Source: an optimization exercise on an open RTL-to-GDS flow (aim: small area and a short achievable clock period). Production flows keep margins and buffers that such runs may drop. Only simulation tests tie the RTL to the original design; equivalence was not proved. In every run shown here, the design's own scripts or RTL, not TritonCTS, make the clock network. No driver is modelled on the clock port, so clock power and skew are understated where the tree is cut down; a real chip needs a root buffer or a tree. No activity file was given, so power comes from the tool's default toggle rates.

`flow/flow/run.sh`:
```
#!/bin/bash
# The standard layout, with the clock tree built by flow/mycts_hook.tcl
# (run by ORFS's cts step as its PRE_CTS_TCL hook) instead of TritonCTS.
set -euo pipefail
here=$(pwd)
bash standard.sh PRE_CTS_TCL="$here/flow/mycts_hook.tcl" finish > "$here/standard_flow.log" 2>&1
```
`flow/flow/mycts_hook.tcl`:
```
# PRE_CTS_TCL hook: replaces TritonCTS's tree with a two-level tree.
#   clock port -> NROOT root buffers (one per quadrant of the leaves)
#              -> leaf buffers, one per cluster of about LEAF flip-flops
#              -> flip-flop clock pins
# The rest of ORFS's cts.tcl (legalisation, timing repair) runs unchanged.

# Capacity-limited k-means on points {x y}; returns {assignment centroids}.
proc my_kmeans {pts k iters} {
  set n [llength $pts]
  # seed: points spread along a serpentine order of rows
  set keyed {}
  for {set p 0} {$p < $n} {incr p} {
    lassign [lindex $pts $p] x y
    set row [expr {int($y / 40000)}]
    set key [expr {$row * 100000000.0 + (($row % 2) ? -$x : $x)}]
    lappend keyed [list $key $p]
  }
  set keyed [lsort -real -index 0 $keyed]
  set cent {}
  for {set i 0} {$i < $k} {incr i} {
    set p [lindex $keyed [expr {int(($i + 0.5) * $n / $k)}] 1]
    lappend cent [lindex $pts $p]
  }
  set cap [expr {int(ceil(double($n) / $k * 1.15))}]
  set asg [lrepeat $n 0]
  for {set it 0} {$it < $iters} {incr it} {
    set cnt [lrepeat $k 0]
    set cand {}
    for {set p 0} {$p < $n} {incr p} {
      lassign [lindex $pts $p] px py
      set best {}
      for {set c 0} {$c < $k} {incr c} {
        lassign [lindex $cent $c] cx cy
        lappend best [list [expr {abs($px - $cx) + abs($py - $cy)}] $c]
      }
      set best [lrange [lsort -real -index 0 $best] 0 7]
      lappend cand [list [lindex $best 0 0] $p [lmap b $best {lindex $b 1}]]
    }
    foreach e [lsort -real -index 0 $cand] {
      lassign $e d p cl
      set pick [lindex $cl 0]
      foreach c $cl {
        if {[lindex $cnt $c] < $cap} { set pick $c; break }
      }
      lset asg $p $pick
      lset cnt $pick [expr {[lindex $cnt $pick] + 1}]
    }
    set sx [lrepeat $k 0.0]
    set sy [lrepeat $k 0.0]
    for {set p 0} {$p < $n} {incr p} {
      set c [lindex $asg $p]
      lassign [lindex $pts $p] px py
      lset sx $c [expr {[lindex $sx $c] + $px}]
      lset sy $c [expr {[lindex $sy $c] + $py}]
    }
    for {set c 0} {$c < $k} {incr c} {
      set m [lindex $cnt $c]
      if {$m > 0} {
        lset cent $c [list [expr {[lindex $sx $c] / $m}] [expr {[lindex $sy $c] / $m}]]
      }
    }
  }
  return [list $asg $cent]
}

proc my_pin {inst out} {
  foreach t [$inst getITerms] {
    if {$out && [$t isOutputSignal]} { return $t }
    if {!$out && [$t isInputSignal]} { return $t }
  }
  error "no pin on [$inst getName]"
}

proc my_clock_tree {clkport leafsize nroot leafcell rootcell} {
  set block [ord::get_db_block]
  set db [ord::get_db]
  set net [$block findNet $clkport]
  set sinks {}
  set pts {}
  foreach it [$net getITerms] {
    set inst [$it getInst]
    set m [$inst getMaster]
    lassign [$inst getLocation] x y
    lappend sinks $it
    lappend pts [list [expr {$x + [$m getWidth] / 2}] [expr {$y + [$m getHeight] / 2}]]
  }
  set n [llength $sinks]
  set k [expr {int(ceil(double($n) / $leafsize))}]
  puts "bench cts: $n sinks, $k leaf buffers, $nroot root buffers"
  lassign [my_kmeans $pts $k 12] asg cent
  set lm [$db findMaster $leafcell]
  set rm [$db findMaster $rootcell]
  set leafnets {}
  set leafinsts {}
  for {set c 0} {$c < $k} {incr c} {
    set bi [odb::dbInst_create $block $lm "clkbuf_leaf_${c}_$clkport"]
    set ln [odb::dbNet_create $block "clknet_leaf_${c}_$clkport"]
    $ln setSigType CLOCK
    lassign [lindex $cent $c] cx cy
    $bi setLocation [expr {int($cx)}] [expr {int($cy)}]
    $bi setPlacementStatus PLACED
    [my_pin $bi 1] connect $ln
    lappend leafnets $ln
    lappend leafinsts $bi
  }
  for {set p 0} {$p < $n} {incr p} {
    set it [lindex $sinks $p]
    $it disconnect
    $it connect [lindex $leafnets [lindex $asg $p]]
  }
  lassign [my_kmeans $cent $nroot 12] rasg rcent
  set rnets {}
  for {set r 0} {$r < $nroot} {incr r} {
    set ri [odb::dbInst_create $block $rm "clkbuf_root_${r}_$clkport"]
    set rn [odb::dbNet_create $block "clknet_root_${r}_$clkport"]
    $rn setSigType CLOCK
    lassign [lindex $rcent $r] cx cy
    $ri setLocation [expr {int($cx)}] [expr {int($cy)}]
    $ri setPlacementStatus PLACED
    [my_pin $ri 1] connect $rn
    [my_pin $ri 0] connect $net
    lappend rnets $rn
  }
  for {set c 0} {$c < $k} {incr c} {
    [my_pin [lindex $leafinsts $c] 0] connect [lindex $rnets [lindex $rasg $c]]
  }
  $net setSigType CLOCK
  set_propagated_clock [all_clocks]
}

rename clock_tree_synthesis my_tritoncts
proc clock_tree_synthesis {args} {
  my_clock_tree HCLK 22 4 sky130_fd_sc_hd__clkbuf_16 sky130_fd_sc_hd__clkbuf_16
}
```
`flow/standard.sh`:
```
#!/bin/bash
# synth_recipe.tcl (not shown) runs the flow's synth.tcl, then flattens the netlist and writes it again
# the make line also repeats each setting of config.mk as NAME=value (left out here)
make -C /OpenROAD-flow-scripts/flow DESIGN_CONFIG=/design/flow/config.mk WORK_HOME=/design/flow/orfs CLKGATE_MAP_FILE= SYNTH_SCRIPT=/design/flow/synth_recipe.tcl "${@:-finish}"
```
`flow/config.mk`:
```
export PLATFORM = sky130hd
export DESIGN_NAME = ahb_sram_slave
export DESIGN_NICKNAME = ahb_sram_slave
export VERILOG_FILES = /design/flow/design.v
export SDC_FILE = /design/flow/constraint.sdc
export NUM_CORES = 4
export LEC_CHECK = 0
export CAP_MARGIN = 20
export CORE_MARGIN = 2
export CORE_UTILIZATION = 70
export SETUP_SLACK_MARGIN = 3.8
export SLEW_MARGIN = 20
export SYNTH_HIERARCHICAL = 1
export TNS_END_PERCENT = 10
```
`flow/constraint.sdc`:
```
create_clock -name core_clock -period 6.0 [get_ports {HCLK}]
set_input_delay 1.2000 -clock core_clock [delete_from_list [all_inputs] [get_ports {HCLK}]]
set_output_delay 1.2000 -clock core_clock [all_outputs]
set_load 0.01 [all_outputs]
```
`flow/design.v`:
```
module ahb_sram_slave #(
  parameter int                    ADDR_WIDTH  = 32,
  parameter int                    DATA_WIDTH  = 32,
  parameter int                    DEPTH       = 64,
  parameter logic [ADDR_WIDTH-1:0] BASE        = 32'h4000_0100,
  parameter int                    WAIT_STATES = 1,
  parameter bit                    READ_ONLY   = 1'b0
) (
  input  logic                  HCLK,
  input  logic                  HRESETn,
  input  logic                  HSELx,
  input  logic [ADDR_WIDTH-1:0] HADDR,
  input  logic                  HWRITE,
  input  logic [2:0]            HSIZE,
  input  logic [2:0]            HBURST,
  input  logic [3:0]            HPROT,
  input  logic [1:0]            HTRANS,
  input  logic                  HMASTLOCK,
  input  logic                  HREADY,
  input  logic [DATA_WIDTH-1:0] HWDATA,
  output logic                  HREADYOUT,
  output logic                  HRESP,
  output logic [DATA_WIDTH-1:0] HRDATA
);
  localparam int BYTES     = DATA_WIDTH / 8;
  localparam int LANE_BITS = $clog2(BYTES);
  localparam int IDX_BITS  = $clog2(DEPTH);
  localparam int WIN_BITS  = LANE_BITS + IDX_BITS;
  logic                  r_busy;     
  logic                  r_ready;    
  logic                  r_resp;     
  logic                  r_wr;       
  logic [BYTES-1:0]      r_strb;     
  logic [DEPTH-1:0]      r_sel;      
  logic [BYTES-1:0]      r_lane;     
  logic [DATA_WIDTH-1:0] r_rdata;
  logic             w_in_window;
  logic             w_err;
  logic             w_accept;
  logic [BYTES-1:0] w_strb;
  logic             w_unused;
  assign w_in_window = (HADDR[ADDR_WIDTH-1:WIN_BITS] == BASE[ADDR_WIDTH-1:WIN_BITS]);
  assign w_err = ~w_in_window | HSIZE[2] | (HSIZE[1] & HSIZE[0])
               | (HSIZE[0] & HADDR[0]) | (HSIZE[1] & (HADDR[1] | HADDR[0]))
               | (READ_ONLY && HWRITE);
  assign w_strb[0] = HSIZE[1] | (~HADDR[1] & (HSIZE[0] | ~HADDR[0]));
  assign w_strb[1] = HSIZE[1] | (~HADDR[1] & (HSIZE[0] |  HADDR[0]));
  assign w_strb[2] = HSIZE[1] | ( HADDR[1] & (HSIZE[0] | ~HADDR[0]));
  assign w_strb[3] = HSIZE[1] | ( HADDR[1] & (HSIZE[0] |  HADDR[0]));
  assign w_accept = ~r_busy & HSELx & HREADY & HTRANS[1];
  assign w_unused = ^{HBURST, HPROT, HMASTLOCK, HTRANS[0]};
  always_ff @(posedge HCLK or negedge HRESETn) begin
    if (!HRESETn) begin
      r_busy  <= 1'b0;
      r_ready <= 1'b1;
      r_resp  <= 1'b0;
      r_lane <= '0;
    end else begin
      r_busy  <= w_accept;
      r_ready <= ~w_accept;
      if (!r_busy) begin
        r_resp <= w_accept & w_err;
      end
      r_lane <= {BYTES{r_busy & r_wr}} & r_strb;
    end
  end
  assign HREADYOUT = r_ready;
  assign HRESP     = r_resp;
  always_ff @(posedge HCLK) begin
    r_wr   <= w_accept & ~w_err & HWRITE;
    if (!r_busy) begin
      r_strb <= w_strb;
      for (int w = 0; w < DEPTH; w++) begin
        r_sel[w] <= (HADDR[LANE_BITS +: IDX_BITS] == IDX_BITS'(w));
      end
    end
  end
  logic [DATA_WIDTH-1:0] w_mem [DEPTH];
  for (genvar w = 0; w < DEPTH; w++) begin : g_word
    for (genvar b = 0; b < BYTES; b++) begin : g_lane
      logic w_we;
      logic w_hold;
      assign w_we   = r_sel[w] & r_lane[b];
      assign w_hold = ~w_we;
      for (genvar i = 0; i < 8; i++) begin : g_bit
        ahb_sram_bit u_bit (
          .clk (HCLK),
          .we  (w_we),
          .hold(w_hold),
          .d   (HWDATA[b*8+i]),
          .q   (w_mem[w][b*8+i])
        );
      end
    end
  end
  localparam int NGRP = (DEPTH + 2) / 3;    
  logic [DATA_WIDTH-1:0] w_rd;
  for (genvar i = 0; i < DATA_WIDTH; i++) begin : g_rbit
    logic [NGRP-1:0] w_part_n;
    for (genvar g = 0; g < NGRP; g++) begin : g_grp
      if (3*g + 2 < DEPTH) begin : g_three
        ahb_sram_ao3n u_ao (
          .s0(r_sel[3*g]),   .d0(w_mem[3*g][i]),
          .s1(r_sel[3*g+1]), .d1(w_mem[3*g+1][i]),
          .s2(r_sel[3*g+2]), .d2(w_mem[3*g+2][i]),
          .y_n(w_part_n[g])
        );
      end else begin : g_one
        assign w_part_n[g] = ~(r_sel[3*g] & w_mem[3*g][i]);
      end
    end
    assign w_rd[i] = ~&w_part_n;
  end
  always_ff @(posedge HCLK) begin
    r_rdata <= w_rd;
  end
  assign HRDATA = r_rdata;
endmodule
module ahb_sram_bit (
  input  logic clk,
  input  logic we,
  input  logic hold,
  input  logic d,
  output logic q
);
  always_ff @(posedge clk) begin
    q <= (q & hold) | (d & we);
  end
endmodule
module ahb_sram_ao3n (
  input  logic s0, d0,
  input  logic s1, d1,
  input  logic s2, d2,
  output logic y_n
);
  assign y_n = ~((s0 & d0) | (s1 & d1) | (s2 & d2));
endmodule
```
==> flow_metrics.env, run 1 <==
export IMPL_status="complete, no violations"
export IMPL_finClkSkew_ns=0.113
export IMPL_crit_start="r_ready"
export IMPL_post_route_util_pct=77.5
export IMPL_core_area_mm2=0.103
export IMPL_netlist_area_mm2=0.0729
export IMPL_fin_tns_setup_ns=0
export IMPL_die_area_mm2=0.107
export IMPL_worst_hold_startpoint="g_word[63].g_lane[0].g_bit[6].u_bit.q"
export IMPL_synth_nets=5916
export IMPL_cp_arrival_ns=1.29
export IMPL_relSlewSlack_pct=31.8
export IMPL_crit_buf_inv=1
export IMPL_ys_ff_latch=2156
export IMPL_layout_commonest_cell="dfxtp_1"
export IMPL_dr_pass1_iters=10
export IMPL_ir_drop_mv=0.375
export IMPL_rows=118
export IMPL_chipHeight_um=327
export IMPL_post_drt_wl_per_cell_um=29.4
export IMPL_grt_ovfl_total=0
export IMPL_pwr_share_comb_pct=3.6
export IMPL_postRouteAntennaNets=0
export IMPL_crit_chain="buf_6"
export IMPL_final_cell_mix="2053 x dfxtp_1, 2048 x a22o_1, 672 x a222oi_1"
export IMPL_clk_pin_slew_ns=0.09
export IMPL_hold_slack_ns=0.484
export IMPL_final_nets=6277
export IMPL_start_util_pct=70.5
export IMPL_worst_pin_slew_ns=1.02
export IMPL_p_seq_share_pct=64.3
export IMPL_antenna_found_initial=8
export IMPL_slew_violations=0
export IMPL_p_leak_nw=32.4
export IMPL_rsz0062_at_grt="true"
export IMPL_antenna_cells=0
export IMPL_initialDrtViolationCount=10100
export IMPL_swShare_pct=21.9
export IMPL_via_count=58500
export IMPL_grt_pass1_vias=54000
export IMPL_hold_violations=0
export IMPL_grt_pass1_wl_mm=329
export IMPL_p_int_mw=17.5
export IMPL_setup_viol=0
export IMPL_period_share_pct=41.4
export IMPL_drcViolationCount=0
export IMPL_dp_hpwl_mm=135
export IMPL_fin_crit_ns=2.49
export IMPL_critical_path_top_delay_family="flip-flops"
export IMPL_clk_latency_ns=0.65
export IMPL_die_w_um=327
export IMPL_area_growth_pct=9.85
export IMPL_grt_total_usage_pct=38.7
export IMPL_finalWirelength_mm=222
export IMPL_drv_cap=0
export IMPL_ctsHoldBuffers=0
export IMPL_viasPerCell=7.72
export IMPL_portBuffers=106
export IMPL_netlist_instances=5834
export IMPL_syn_area_per_cell_um2=12.5
export IMPL_final_area_mm2=0.0800
export IMPL_rr_startpoint="r_sel[8]"
export IMPL_max_freq_ghz=0.402
export IMPL_critPathMaxStageDelay_ns=0.54
export IMPL_io_pins=116
export IMPL_power_switching_mw=4.91
export IMPL_grt_max_degree=70
export IMPL_cpMaxStageDelayCell="dfstp_2"
export IMPL_required_ns=4.80
export IMPL_path_max_fanout=1
export IMPL_worst_hold_path_type="reg -> reg"
export IMPL_end_kind="output pin"
export IMPL_gp_congestion=0.900
export IMPL_yosysWarnings=9
export IMPL_crit_path_start_kind="flip-flop"
export IMPL_p_per_area_mw_per_mm2=280
export IMPL_post_dp_cell_area_mm2=0.0761
export IMPL_finalPower_mw=22.4
export IMPL_ys_seq_area_share_pct=60.2
export IMPL_drive_gt1_share_pct=7.04
export IMPL_p_clk_share_pct=32.1
export IMPL_worstSetupPathType="reg -> out"
export IMPL_ys_types=30
-- path summary, 6_finish.rpt --
kind | to | slack [ns] | depth (start not counted)
setup / recovery | HREADYOUT | 3.51 | 1
hold / removal | r_rdata[6] | 0.48 | 2
setup reg to reg | r_rdata[7] | 3.63 | 5
hold reg to reg | r_rdata[6] | 0.48 | 2
max in group asynchronous | r_ready | 4.92 | 1
min in group asynchronous | r_resp | 0.80 | 1
-- through the flow --
stage | worst slack [ns] | instances
2_1_floorplan | 3.98 | 5834
3_3_place_gp | 3.16 | 7382
3_5_place_dp | 3.13 | 7383
4_1_cts | 3.51 | 7542
5_1_grt | 3.51 | 7573
6_report | 3.51 | 7573
-- kinds of logic after synthesis --
family / after synthesis / share of synthesized area [%]
simple gates: 621 / 3.94
buf+inv: 298 / 1.61
compound gates: 2759 / 34.2
flops: 2156 / 60.2
-- metal layers --
layer	global-route usage, %	vias up	routed length, um
li1	-	25400	-
met1	56.0	28700	87100
met2	57.6	3865	95700
met3	7.69	483	30100
met4	14.6	12	9480
met5	0	-	89
-- cell usage after synthesis (all sizes together) --
| cell | count | area share (%) |
|---|---|---|
| buf | 36 | 0.26 |
| a22o | 2048 | 25 |
| nor2 | 68 | 0.35 |
| inv | 259 | 1.3 |
| nor4b | 2 | 0.033 |
| a211oi | 32 | 0.33 |
| and3 | 5 | 0.043 |
| nand4 | 131 | 1.1 |
| edfxtp | 68 | 2.8 |
| o21ai | 1 | 0.0069 |
| or2 | 1 | 0.0086 |
| o21bai | 4 | 0.041 |
| nand2 | 331 | 1.7 |
| nor4 | 35 | 0.32 |
| dfstp | 1 | 0.036 |
| nand3 | 39 | 0.27 |
| o22a | 1 | 0.012 |
| a222oi | 672 | 9.2 |
| nor2b | 1 | 0.0086 |
| dfrtp | 6 | 0.21 |
| nand2b | 2 | 0.017 |
| clkbuf | 3 | 0.015 |
| dfxtp | 2081 | 57 |
| o21a | 1 | 0.010 |
| nor3 | 2 | 0.021 |
| and2b | 4 | 0.041 |
-- final cells by class --
type | count | area, um2
Tap cell | 1380 | 1730
Inverter | 259 | 976
Fill cell | 6757 | 23300
Timing Repair Buffer | 296 | 2740
Sequential cell | 2156 | 43900
Buffer | 102 | 2550
Multi-Input combinational cell | 3380 | 28100
-- power by group through the flow --
| stage | clock [mW] | combinational [mW] | sequential, mW |
|---|---|---|---|
| 2_1_floorplan | 0 | 0.0275 | 14.9 |
| 3_3_place_gp | 0 | 0.605 | 14.8 |
| 3_5_place_dp | 0 | 0.615 | 14.8 |
| 4_1_cts | 7.19 | 0.715 | 14.4 |
| 5_1_grt | 7.68 | 0.807 | 14.4 |
| 6_report | 7.18 | 0.808 | 14.4 |
-- modules after synthesis (local to each module, per instance) --
module,cells inside,times used,area (um2),flip-flops and latches
ahb_sram_slave,1066,1,7210,108
ahb_sram_bit,2,2048,28.8,1
ahb_sram_ao3n,1,672,10.0,0
-- sequential cells by signal, indices dropped and copies added (netlist names) --
| name | cells |
|---|---|
| r_resp | 1 |
| r_strb | 4 |
| r_sel | 64 |
| r_lane | 4 |
| r_busy | 1 |
| r_ready | 1 |
| r_rdata | 32 |
| r_wr | 1 |
| g_word.g_lane.g_bit.u_bit.q | 2048 |
-- repair_timing --
| item | 4_1_cts | 5_1_grt |
|---|---|---|
| endpoints found under the setup margin | 419 | 1251 |
| resized for setup | 197 | 98 |
| cloned | 0 | 7 |
| pin swaps | 28 | 65 |
| buffers inserted | 57 | 24 |
==> run 2: changes to the inputs <==
--- a/flow/design.v
+++ b/flow/design.v
@@ -96,7 +96,9 @@
   localparam int NGRP = (DEPTH + 2) / 3;    
   logic [DATA_WIDTH-1:0] w_rd;
   for (genvar i = 0; i < DATA_WIDTH; i++) begin : g_rbit
-    logic [NGRP-1:0] w_part_n;
+    logic [23:0] w_part_n;     
+    logic [7:0]  w_l2;
+    logic [3:0]  w_l3_n;
     for (genvar g = 0; g < NGRP; g++) begin : g_grp
       if (3*g + 2 < DEPTH) begin : g_three
         ahb_sram_ao3n u_ao (
@@ -109,7 +111,15 @@
         assign w_part_n[g] = ~(r_sel[3*g] & w_mem[3*g][i]);
       end
     end
-    assign w_rd[i] = ~&w_part_n;
+    assign w_part_n[23:NGRP] = '1;
+    for (genvar j = 0; j < 7; j++) begin : g_l2
+      ahb_sram_nand3 u_n3 (.a(w_part_n[3*j]), .b(w_part_n[3*j+1]), .c(w_part_n[3*j+2]), .y(w_l2[j]));
+    end
+    assign w_l2[7] = ~w_part_n[21];
+    for (genvar j = 0; j < 4; j++) begin : g_l3
+      ahb_sram_nor2 u_o2 (.a(w_l2[2*j]), .b(w_l2[2*j+1]), .y(w_l3_n[j]));
+    end
+    assign w_rd[i] = ~&w_l3_n;
   end
   always_ff @(posedge HCLK) begin
     r_rdata <= w_rd;
@@ -135,3 +145,15 @@
 );
   assign y_n = ~((s0 & d0) | (s1 & d1) | (s2 & d2));
 endmodule
+module ahb_sram_nand3 (
+  input  logic a, b, c,
+  output logic y
+);
+  assign y = ~(a & b & c);
+endmodule
+module ahb_sram_nor2 (
+  input  logic a, b,
+  output logic y
+);
+  assign y = ~(a | b);
+endmodule
==> flow_metrics.env, run 2 <==
export IMPL_status="complete, no violations"
export IMPL_drcViolationCount=0
export IMPL_post_synth_top_count_cell="dfxtp_1"
export IMPL_slew_violations=0
export IMPL_viasPerCell=7.66
export IMPL_path_max_fanout=1
export IMPL_ctsHoldBuffers=0
export IMPL_rr_startpoint="r_sel[56]"
export IMPL_netlist_instances=5961
export IMPL_setup_viol=0
export IMPL_via_count=59000
export IMPL_worst_hold_path_type="reg -> reg"
export IMPL_gp_congestion=0.892
export IMPL_clk_pin_slew_ns=0.08
export IMPL_grt_pass1_vias=55300
export IMPL_drv_cap=0
export IMPL_crit_path_start_kind="flip-flop"
export IMPL_ys_ff_latch=2156
export IMPL_rsz0062_at_grt="true"
export IMPL_grt_max_degree=69
export IMPL_route_met3_wl_mm=26.7
export IMPL_portBuffers=106
export IMPL_p_per_area_mw_per_mm2=280
export IMPL_ys_top_cells_by_count="2081 x dfxtp_1, 2048 x a22o_1, 672 x a222oi_1"
export IMPL_critical_path_top_delay_family="flip-flops"
export IMPL_hold_path_depth=1
export IMPL_synthArstFlopShare_pct=0.325
export IMPL_r2r_end="r_rdata[28]"
export IMPL_post_drt_wl_per_cell_um=29.3
export IMPL_ys_flop_type="dfxtp_1"
export IMPL_worst_pin_slew_ns=1.10
export IMPL_netlist_area_mm2=0.0732
export IMPL_final_cell_mix="2062 x dfxtp_1, 2048 x a22o_1, 672 x a222oi_1"
export IMPL_die_w_um=327
export IMPL_rows=118
export IMPL_die_area_mm2=0.107
export IMPL_chipHeight_um=327
export IMPL_worst_slack_ns=3.58
export IMPL_grt_ovfl_total=0
export IMPL_ys_seq_area_share_pct=59.9
export IMPL_finClkSkew_ns=0.0369
export IMPL_m1WireLength_mm=87.6
export IMPL_period_share_pct=40.3
export IMPL_reg2reg_slack_ns=3.59
export IMPL_largest_register_ffs=2048
export IMPL_worstSetupPathType="reg -> out"
export IMPL_worst_hold_startpoint="g_word[63].g_lane[2].g_bit[3].u_bit.q"
export IMPL_yosysWarnings=9
export IMPL_dp_hpwl_mm=140
export IMPL_p_leak_nw=32.5
export IMPL_area_growth_pct=9.18
export IMPL_io_pins=116
export IMPL_finalWirelength_mm=226
export IMPL_required_ns=4.80
export IMPL_dp_worst_setup_slack_ns=2.99
export IMPL_dr_pass1_iters=10
export IMPL_end_kind="output pin"
export IMPL_yosys_top_cells_area="dfxtp_1 57%, a22o_1 24%, a222oi_1 9.2%, edfxtp_1 2.8%, nand3_1 1.6%"
export IMPL_max_freq_ghz=0.413
export IMPL_final_nets=6401
export IMPL_cpMaxStageDelayCell="dfstp_2"
export IMPL_drive_gt1_share_pct=6.24
export IMPL_layout_commonest_cell="dfxtp_1"
export IMPL_synth_edf_count=68
export IMPL_core_area_mm2=0.104
export IMPL_syn_area_per_cell_um2=12.3
export IMPL_synth_nets=6043
export IMPL_critPathMaxStageDelay_ns=0.53
export IMPL_postRouteAntennaNets=0
export IMPL_fin_tns_setup_ns=0
export IMPL_grt_total_usage_pct=39.9
export IMPL_reg2reg_depth=6
export IMPL_synth_top_cell_area_share_pct=56.9
export IMPL_finalPower_mw=22.4
export IMPL_cp_arrival_ns=1.22
export IMPL_clk_latency_ns=0.61
export IMPL_maxUsedRoutingLayer="met5"
export IMPL_hold_path_end="g_word[63].g_lane[2].g_bit[3].u_bit.q"
export IMPL_synth_largest_area_cell="dfxtp_1"
export IMPL_grt_pass1_wl_mm=337
export IMPL_met2_length_mm=98.5
export IMPL_crit_chain="buf_6"
export IMPL_ir_drop_mv=0.381
export IMPL_ys_types=30
export IMPL_crit_buf_inv=1
export IMPL_initialDrtViolationCount=9931
export IMPL_top_regs="g_word.g_lane.g_bit.u_bit.q x2048, r_sel x64, r_rdata x32"
export IMPL_largest_register="g_word.g_lane.g_bit.u_bit.q"
export IMPL_antenna_found_initial=11
export IMPL_fin_crit_ns=2.42
export IMPL_hold_violations=0
export IMPL_relSlewSlack_pct=26.7
export IMPL_start_util_pct=70.6
[run 2: cell types whose count changed after synthesis, sizes merged]
cell,change
nor4,-32
nor2,+128
nand2,-64
nand4,-96
clkbuf,+3
and2,+32
buf,-4
a211oi,-32
nand3,+192
[run 2: how the worst max path moves through the flow]
stage | from | end | slack (ns) | depth (start not counted)
global placement | r_sel[51] | r_rdata[28] | 3.02 | 5
detailed placement | r_sel[51] | r_rdata[28] | 2.99 | 5
CTS | r_ready | HREADYOUT | 3.57 | 1
global route | r_ready | HREADYOUT | 3.56 | 1
floorplan | HADDR[7] | r_sel[19] | 4.02 | 4
finish | r_ready | HREADYOUT | 3.58 | 1
[run 2: cells by family after synthesis]
family	count (synthesis)	share of synthesized area, %
buffers and inverters	297	1.59
and+or+nand+nor	781	4.74
AOI/OAI and AO/OA	2727	33.8
DFF	2156	59.9
[run 2: layer usage]
layer,track usage [%],vias to the layer above
met5,0,-
met4,19.1,10
met3,7.58,594
met2,61.5,3720
met1,54.6,28900
li1,-,25700
[run 2: layout make-up]
type	instances	area, um2
Buffer	102	2550
Antenna cell	3	7.51
Inverter	259	976
Fill cell	6808	23700
Sequential cell	2156	43900
Timing Repair Buffer	292	2560
Multi-Input combinational cell	3508	28200
Tap cell	1380	1730
[run 2: power breakdown]
group / internal [mW] / leakage [nW] / switching [mW] / total, mW
Combinational: 0.122 / 13.6 / 0.679 / 0.801
Sequential: 14.4 / 17.6 / 0.0216 / 14.4
Clock: 2.98 / 1.26 / 4.18 / 7.16
Total: 17.5 / 32.5 / 4.88 / 22.4
[run 2: repair_timing]
action,CTS,global route
setup buffers,81,1
endpoints found under the setup margin,859,804
hold endpoints to repair,0,0
gates cloned,2,0
pin swaps,16,1
resized for setup,206,3
[run 2: modules after synthesis (local to each module, per instance)]
| module | flops+latches | cells inside | area, um2 |
|---|---|---|---|
| ahb_sram_slave | 108 | 841 | 5960 |
| ahb_sram_nor2 | 0 | 1 | 3.75 |
| ahb_sram_bit | 1 | 2 | 28.8 |
| ahb_sram_nand3 | 0 | 1 | 5.00 |
| ahb_sram_ao3n | 0 | 1 | 10.0 |
[run 2: worst reg2reg max path: stages (launching register included)]
cell and delay, ns:
edfxtp_1 0.39, buf_4 0.20, buf_4 0.23, a222oi_1 0.41, nand3_1 0.17, nor2_2 0.21, nand4_1 0.47
[run 2: stage by stage]
| step | area (um2) | hold WS, ns | util, % | instances |
|---|---|---|---|---|
| final | 79900 | 0.483 | 77.1 | 7700 |
| after global routing | 79900 | 0.496 | 77.1 | 7699 |
| after CTS | 79900 | 0.484 | 77.1 | 7696 |
| after detailed placement | 76400 | 0.464 | 73.8 | 7511 |
| after global placement | 76400 | 0.458 | 73.7 | 7510 |
| after floorplan | 73200 | 0.447 | - | 5961 |
==> run 3: changes to the inputs <==
--- a/flow/design.v
+++ b/flow/design.v
@@ -34,6 +34,7 @@
   logic [DEPTH-1:0]      r_sel;      
   logic [BYTES-1:0]      r_lane;     
   logic [DATA_WIDTH-1:0] r_rdata;
+  logic                  r_phase;    
   logic             w_in_window;
   logic             w_err;
   logic             w_accept;
@@ -75,7 +76,12 @@
       end
     end
   end
-  logic [DATA_WIDTH-1:0] w_mem [DEPTH];
+  logic [DATA_WIDTH-1:0] w_mem [DEPTH];      
+  logic [DATA_WIDTH-1:0] w_wdata_n;          
+  always_ff @(posedge HCLK) begin
+    r_phase <= ~r_phase;
+  end
+  assign w_wdata_n = HWDATA ^ {DATA_WIDTH{r_phase}};
   for (genvar w = 0; w < DEPTH; w++) begin : g_word
     for (genvar b = 0; b < BYTES; b++) begin : g_lane
       logic w_we;
@@ -87,7 +93,7 @@
           .clk (HCLK),
           .we  (w_we),
           .hold(w_hold),
-          .d   (HWDATA[b*8+i]),
+          .d   (w_wdata_n[b*8+i]),
           .q   (w_mem[w][b*8+i])
         );
       end
@@ -122,7 +128,7 @@
     assign w_rd[i] = ~&w_l3_n;
   end
   always_ff @(posedge HCLK) begin
-    r_rdata <= w_rd;
+    r_rdata <= w_rd ^ {DATA_WIDTH{r_phase}};
   end
   assign HRDATA = r_rdata;
 endmodule
@@ -134,7 +140,7 @@
   output logic q
 );
   always_ff @(posedge clk) begin
-    q <= (q & hold) | (d & we);
+    q <= ~((q | we) & (d | hold));
   end
 endmodule
 module ahb_sram_ao3n (
==> flow_metrics.env, run 3 <==
export IMPL_post_route_util_pct=79.7
export IMPL_grt_ovfl_total=0
export IMPL_ys_seq_area_share_pct=63.9
export IMPL_grt_max_degree=65
export IMPL_ys_flop_type="dfxtp_1"
export IMPL_gp_congestion=0.912
export IMPL_die_w_um=317
export IMPL_synth_top_cell_area_share_pct=60.6
export IMPL_die_area_mm2=0.101
export IMPL_crit_path_start_kind="flip-flop"
export IMPL_netlist_instances=6034
export IMPL_drv_cap=0
export IMPL_synth_edf_count=68
export IMPL_synthArstFlopShare_pct=0.325
export IMPL_met2_length_mm=99.2
export IMPL_largest_register_ffs=2048
export IMPL_crit_buf_inv=2
export IMPL_area_growth_pct=12.5
export IMPL_hold_slack_ns=0.443
export IMPL_fin_tns_setup_ns=0
export IMPL_status="complete, no violations"
export IMPL_required_ns=6.46
export IMPL_route_met3_wl_mm=32.9
export IMPL_layout_commonest_cell="dfxtp_1"
export IMPL_ys_types=34
export IMPL_ys_top_cells_by_count="2082 x dfxtp_1, 2048 x o22ai_1, 672 x a222oi_1"
export IMPL_setup_viol=0
export IMPL_post_drt_wl_per_cell_um=30.0
export IMPL_fin_crit_ns=2.63
export IMPL_rows=114
export IMPL_io_pins=116
export IMPL_max_freq_ghz=0.381
export IMPL_period_share_pct=43.8
export IMPL_finalWirelength_mm=232
export IMPL_viasPerCell=7.88
export IMPL_dp_hpwl_mm=144
export IMPL_antenna_found_initial=8
export IMPL_clk_pin_slew_ns=0.09
export IMPL_ir_drop_mv=0.330
export IMPL_grt_pass1_vias=57000
export IMPL_p_leak_nw=30.2
export IMPL_slew_violations=0
export IMPL_synth_nets=6116
export IMPL_final_cell_mix="2079 x dfxtp_1, 2048 x o22ai_1, 672 x a222oi_1"
export IMPL_start_util_pct=70.9
export IMPL_p_per_area_mw_per_mm2=293
export IMPL_path_max_fanout=18
export IMPL_worst_slack_ns=3.37
export IMPL_cpMaxStageDelayCell="a222oi_1"
export IMPL_crit_chain="buf_6 -> buf_4 -> a222oi_1 -> nand3_1 -> nor2_1 -> nand4_1 -> xnor2_1"
export IMPL_portBuffers=106
export IMPL_drcViolationCount=0
export IMPL_worst_hold_path_type="reg -> reg"
export IMPL_clk_latency_ns=0.62
export IMPL_grt_pass1_wl_mm=342
export IMPL_initialDrtViolationCount=11400
export IMPL_synth_largest_area_cell="dfxtp_1"
export IMPL_end_kind="flip-flop"
export IMPL_post_synth_top_count_cell="dfxtp_1"
export IMPL_maxUsedRoutingLayer="met5"
export IMPL_syn_area_per_cell_um2=11.4
export IMPL_critical_path_top_delay_family="simple AND/OR/NAND/NOR gates"
export IMPL_largest_register="g_word.g_lane.g_bit.u_bit.q"
export IMPL_dr_pass1_iters=12
export IMPL_ys_ff_latch=2157
export IMPL_core_area_mm2=0.0970
export IMPL_fillers=6157
export IMPL_ctsHoldBuffers=0
export IMPL_critPathMaxStageDelay_ns=0.56
export IMPL_yosysWarnings=9
export IMPL_top_regs="g_word.g_lane.g_bit.u_bit.q x2048, r_sel x64, r_rdata x32"
export IMPL_drive_gt1_share_pct=7.02
export IMPL_chipHeight_um=317
export IMPL_rsz0062_at_grt="true"
export IMPL_grt_total_usage_pct=43.9
export IMPL_finClkSkew_ns=0.0519
export IMPL_worst_pin_slew_ns=1.10
export IMPL_dp_worst_setup_slack_ns=2.23
export IMPL_netlist_area_mm2=0.0687
export IMPL_yosys_top_cells_area="dfxtp_1 61%, o22ai_1 19%, a222oi_1 9.8%, edfxtp_1 3.0%, nand3_1 1.7%"
export IMPL_relSlewSlack_pct=26.9
export IMPL_worstSetupPathType="reg -> reg"
export IMPL_hold_violations=0
export IMPL_via_count=61000
export IMPL_m1WireLength_mm=82.8
export IMPL_postRouteAntennaNets=0
export IMPL_cp_arrival_ns=3.08
export IMPL_final_nets=6548
## run 3: per-module statistics from Yosys (local to each module, per instance)
module | times used | cells | area (um2) | flip-flops and latches
ahb_sram_nand3 | 224 | 1 | 5.00 | 0
ahb_sram_ao3n | 672 | 1 | 10.0 | 0
ahb_sram_nor2 | 128 | 1 | 3.75 | 0
ahb_sram_slave | 1 | 914 | 6590 | 109
ahb_sram_bit | 2048 | 2 | 26.3 | 1
## run 3: cell type report
type	instances	area (um2)	share of cell area, %
well taps	1276	1600	2.06
multi-input cells	3588	24800	32.1
repair buffers	356	3430	4.44
diodes	1	2.50	0.00324
plain buffers	103	2580	3.33
inverters	260	982	1.27
flip-flops and latches	2157	43900	56.8
## run 3: timing repair
item                       in CTS  in global routing
buffers inserted              120                 18
pin swaps                      47                 72
setup endpoints to repair    2099               1788
cloned                         16                  1
resized for setup             120                 79
## run 3: worst paths after layout
check                                                      startpoint                                    end  slack [ns]  cells past startpoint
worst max-delay path                                         r_sel[6]                            r_rdata[17]        3.37                      7
worst min-delay path            g_word[63].g_lane[2].g_bit[7].u_bit.q  g_word[63].g_lane[2].g_bit[7].u_bit.q        0.44                      1
worst max register to register                               r_sel[6]                            r_rdata[17]        3.37                      7
worst min register to register  g_word[63].g_lane[2].g_bit[7].u_bit.q  g_word[63].g_lane[2].g_bit[7].u_bit.q        0.44                      1
max in group asynchronous                                     HRESETn                                r_ready        4.86                      1
min in group asynchronous                                     HRESETn                                 r_resp        0.85                      1
## run 3: cell families (layout without fill, tap and decap cells)
| kind of cell | Yosys count | count (layout) | synth area share [%] |
|---|---|---|---|
| buffers and inverters | 305 | 719 | 1.77 |
| AND/OR/NAND/NOR | 781 | 781 | 5.05 |
| XOR/XNOR | 64 | 80 | 0.816 |
| AO/OA/AOI/OAI | 2727 | 2727 | 28.5 |
| other | 0 | 1 | 0 |
| flip-flops | 2157 | 2157 | 63.9 |
## run 3: layer usage
metal	vias to the layer above	track usage (%)
li1	26200	-
met1	29500	58.2
met2	4441	65.1
met3	876	11.2
met4	4	26.1
met5	-	0
## run 3: power by group
group	total, mW	internal [mW]	switching (mW)
Combinational	0.992	0.247	0.745
Sequential	14.4	14.4	0.0192
Clock	7.23	3.00	4.22
Total	22.6	17.6	4.99
## run 3: through the flow
stage | cells | area, um2 | total power, mW
final | 7741 | 77300 | 22.6
after global routing | 7740 | 77300 | 23.1
after CTS | 7721 | 76900 | 22.5
after detailed placement | 7482 | 72700 | 15.5
after global placement | 7479 | 72600 | 15.5
after floorplan | 6034 | 69300 | 15.1
## run 3: worst reg2reg max path, stage by stage (launching register included)
cell and delay, ns:
edfxtp_1 0.44, buf_6 0.19, buf_4 0.24, a222oi_1 0.57, nand3_1 0.27, nor2_1 0.22
nand4_1 0.32, xnor2_1 0.23
==> run 4: changes to the inputs <==
--- a/flow/config.mk
+++ b/flow/config.mk
@@ -7,7 +7,7 @@
 export LEC_CHECK = 0
 export CAP_MARGIN = 20
 export CORE_MARGIN = 2
-export CORE_UTILIZATION = 70
+export CORE_UTILIZATION = 76
 export SETUP_SLACK_MARGIN = 3.8
 export SLEW_MARGIN = 20
 export SYNTH_HIERARCHICAL = 1
==> flow_metrics.env, run 4 <==
export IMPL_status="complete, no violations"
export IMPL_portBuffers=106
export IMPL_grt_ovfl_total=0
export IMPL_synth_nets=6116
export IMPL_area_growth_pct=11.2
export IMPL_synthArstFlopShare_pct=0.325
export IMPL_ys_seq_area_share_pct=63.9
export IMPL_chipHeight_um=305
export IMPL_antenna_found_initial=12
export IMPL_postRouteAntennaNets=0
export IMPL_pwr_share_comb_pct=3.9
export IMPL_ys_flop_type="dfxtp_1"
export IMPL_drcViolationCount=0
export IMPL_largest_register_ffs=2048
export IMPL_synth_largest_area_cell="dfxtp_1"
export IMPL_swShare_pct=21.5
export IMPL_worst_hold_path_type="reg -> reg"
export IMPL_synth_edf_count=68
export IMPL_ys_top_cells_by_count="2082 x dfxtp_1, 2048 x o22ai_1, 672 x a222oi_1"
export IMPL_clk_pin_slew_ns=0.09
export IMPL_top_regs="g_word.g_lane.g_bit.u_bit.q x2048, r_sel x64, r_rdata x32"
export IMPL_final_nets=6461
export IMPL_drive_gt1_share_pct=6.35
export IMPL_p_leak_nw=29.7
export IMPL_ys_ff_latch=2157
export IMPL_synth_top_cell_area_share_pct=60.6
export IMPL_grt_max_degree=66
export IMPL_clk_latency_ns=0.66
export IMPL_final_cell_mix="2077 x dfxtp_1, 2048 x o22ai_1, 672 x a222oi_1"
export IMPL_power_switching_mw=4.82
export IMPL_relSlewSlack_pct=30.3
export IMPL_grt_pass1_wl_mm=327
export IMPL_path_max_fanout=18
export IMPL_p_per_area_mw_per_mm2=293
export IMPL_dp_hpwl_mm=135
export IMPL_post_route_util_pct=85.1
export IMPL_p_seq_share_pct=64.2
export IMPL_yosys_top_cells_area="dfxtp_1 61%, o22ai_1 19%, a222oi_1 9.8%, edfxtp_1 3.0%, nand3_1 1.7%"
export IMPL_post_synth_top_count_cell="dfxtp_1"
export IMPL_critPathMaxStageDelay_ns=0.56
export IMPL_largest_register="g_word.g_lane.g_bit.u_bit.q"
export IMPL_rows=110
export IMPL_netlist_instances=6034
export IMPL_yosysWarnings=9
export IMPL_p_int_mw=17.6
export IMPL_start_util_pct=76.5
export IMPL_dr_pass1_iters=9
export IMPL_crit_buf_inv=1
export IMPL_cpMaxStageDelayCell="a222oi_1"
export IMPL_ys_types=34
export IMPL_rsz0062_at_grt="true"
export IMPL_critical_path_top_delay_family="simple AND/OR/NAND/NOR gates"
export IMPL_finClkSkew_ns=0.124
export IMPL_gp_congestion=0.903
export IMPL_crit_path_start_kind="flip-flop"
export IMPL_required_ns=6.50
export IMPL_period_share_pct=43.4
export IMPL_crit_chain="buf_12 -> a222oi_1 -> nand3_1 -> nor2_4 -> nand4_1 -> xnor2_1"
export IMPL_slew_violations=0
export IMPL_die_area_mm2=0.0929
export IMPL_finalWirelength_mm=218
export IMPL_worst_pin_slew_ns=1.05
export IMPL_post_drt_wl_per_cell_um=28.8
export IMPL_hold_violations=0
export IMPL_worstSetupPathType="reg -> reg"
export IMPL_fin_tns_setup_ns=0
export IMPL_netlist_area_mm2=0.0687
export IMPL_die_w_um=305
export IMPL_max_freq_ghz=0.384
export IMPL_initialDrtViolationCount=12400
export IMPL_layout_commonest_cell="dfxtp_1"
export IMPL_fin_crit_ns=2.60
export IMPL_drv_cap=0
export IMPL_io_pins=116
export IMPL_via_count=60700
export IMPL_grt_total_usage_pct=43.9
export IMPL_ir_drop_mv=0.314
export IMPL_end_kind="flip-flop"
export IMPL_p_clk_share_pct=31.9
export IMPL_cp_arrival_ns=3.10
export IMPL_setup_viol=0
export IMPL_viasPerCell=8.03
export IMPL_grt_pass1_vias=57600
export IMPL_core_area_mm2=0.0899
export IMPL_syn_area_per_cell_um2=11.4
## run 4: cell counts after synthesis
Identical to the previous run, type by type.
## run 4: what timing repair did
item                        CTS  global route
hold buffers                  0             0
gates cloned                  1             4
pin swaps                    18           100
setup endpoints to repair  2034          1448
setup buffers                58            10
resized for setup           137           154
## run 4: layout make-up
cell class	instances	area, um2
inverters	260	980
well taps	1176	1470
multi-input cells	3573	24600
fillers	4832	13400
repair buffers	284	2930
plain buffers	103	2580
diodes	4	10.0
flip-flops and latches	2157	43900
## run 4: per-module statistics from Yosys (local to each module, per instance)
| module | flops+latches | cells inside | area (um2) | times used |
|---|---|---|---|---|
| ahb_sram_ao3n | 0 | 1 | 10.0 | 672 |
| ahb_sram_bit | 1 | 2 | 26.3 | 2048 |
| ahb_sram_nand3 | 0 | 1 | 5.00 | 224 |
| ahb_sram_nor2 | 0 | 1 | 3.75 | 128 |
| ahb_sram_slave | 109 | 914 | 6590 | 1 |
## run 4: cell families after synthesis
family,Yosys count,synth area share (%)
XOR/XNOR,64,0.816
AND/OR/NAND/NOR,781,5.05
buffers and inverters,305,1.77
flip-flops,2157,63.9
AO/OA/AOI/OAI,2727,28.5
## run 4: worst reg2reg max path, stage by stage, from the launching register on
cell and delay (ns):
edfxtp_1 0.46, buf_12 0.20, a222oi_1 0.58, nand3_1 0.33, nor2_4 0.36, nand4_1 0.35
xnor2_1 0.25
## run 4: stage by stage
step	worst slack (ns)	hold slack, ns	std cells	instance area [um2]	power [mW]
6_report	3.40	0.442	7557	76400	22.4
5_1_grt	3.47	0.454	7555	76400	22.9
4_1_cts	3.56	0.442	7539	75800	22.3
3_5_place_dp	2.69	0.430	7377	72400	15.5
3_3_place_gp	2.76	0.422	7377	72400	15.5
2_1_floorplan	3.68	0.413	6034	69300	15.1
## run 4: power by group through the flow
stage / registers [mW] / clock network [mW] / logic, mW
3_3_place_gp: 14.8 / 0 / 0.669
6_report: 14.4 / 7.15 / 0.869
4_1_cts: 14.4 / 7.10 / 0.779
5_1_grt: 14.4 / 7.59 / 0.864
3_5_place_dp: 14.8 / 0 / 0.683
2_1_floorplan: 14.9 / 0 / 0.240
## run 4: final timing paths
check	from	to	slack [ns]	cells past startpoint
hold / removal	g_word[63].g_lane[1].g_bit[6].u_bit.q	g_word[63].g_lane[1].g_bit[6].u_bit.q	0.44	1
setup reg to reg	r_sel[39]	r_rdata[9]	3.40	6
max in group asynchronous	HRESETn	r_ready	4.84	1
min in group asynchronous	HRESETn	r_resp	0.87	1
hold reg to reg	g_word[63].g_lane[1].g_bit[6].u_bit.q	g_word[63].g_lane[1].g_bit[6].u_bit.q	0.44	1
setup / recovery	r_sel[39]	r_rdata[9]	3.40	6
## run 4: metal layers
metal	up-vias	routed length (um)	share of wire, %	track usage [%]
li1	26000	-	-	-
met1	28800	76300	35	58.2
met2	4937	96500	44	68.0
met3	877	31600	14	9.62
met4	4	13400	6.1	23.1
met5	-	26	0.012	0

-- re-timing with driven ports --
The flow's constraints put no driver on any port. The routed layouts listed below were extracted and timed again, unchanged, in two steps.
Step 1 sets driving cells, clkbuf_16 on the clock port and buf_2 on the other inputs (assumed; they add their load-dependent delay and slew).
Step 2, shift: input delay + t, output delay - t, t = (earliest + latest rising clock arrival at the registers) / 2. This alone moves slack from input paths to output paths.
Three values: ideal ports, drivers, drivers and shift; two values: the first two.
run	shift t [ns]	setup WS [ns]	hold WS [ns]
run 1	0.770	3.514 / 3.341 / 3.158	0.484 / 0.484 / 0.484
run 2	0.756	3.581 / 3.415 / 3.134	0.483 / 0.483 / 0.483
run 3	0.763	3.373 / 3.353 / 2.855	0.443 / 0.443 / 0.443
run 4	0.764	3.398 / 3.398 / 2.867	0.442 / 0.442 / 0.442
After both steps setup and hold are still met in every run listed. The setup slack of run 4, which loses most, moves by 0.000 ns with the drivers and by -0.531 ns with both steps.
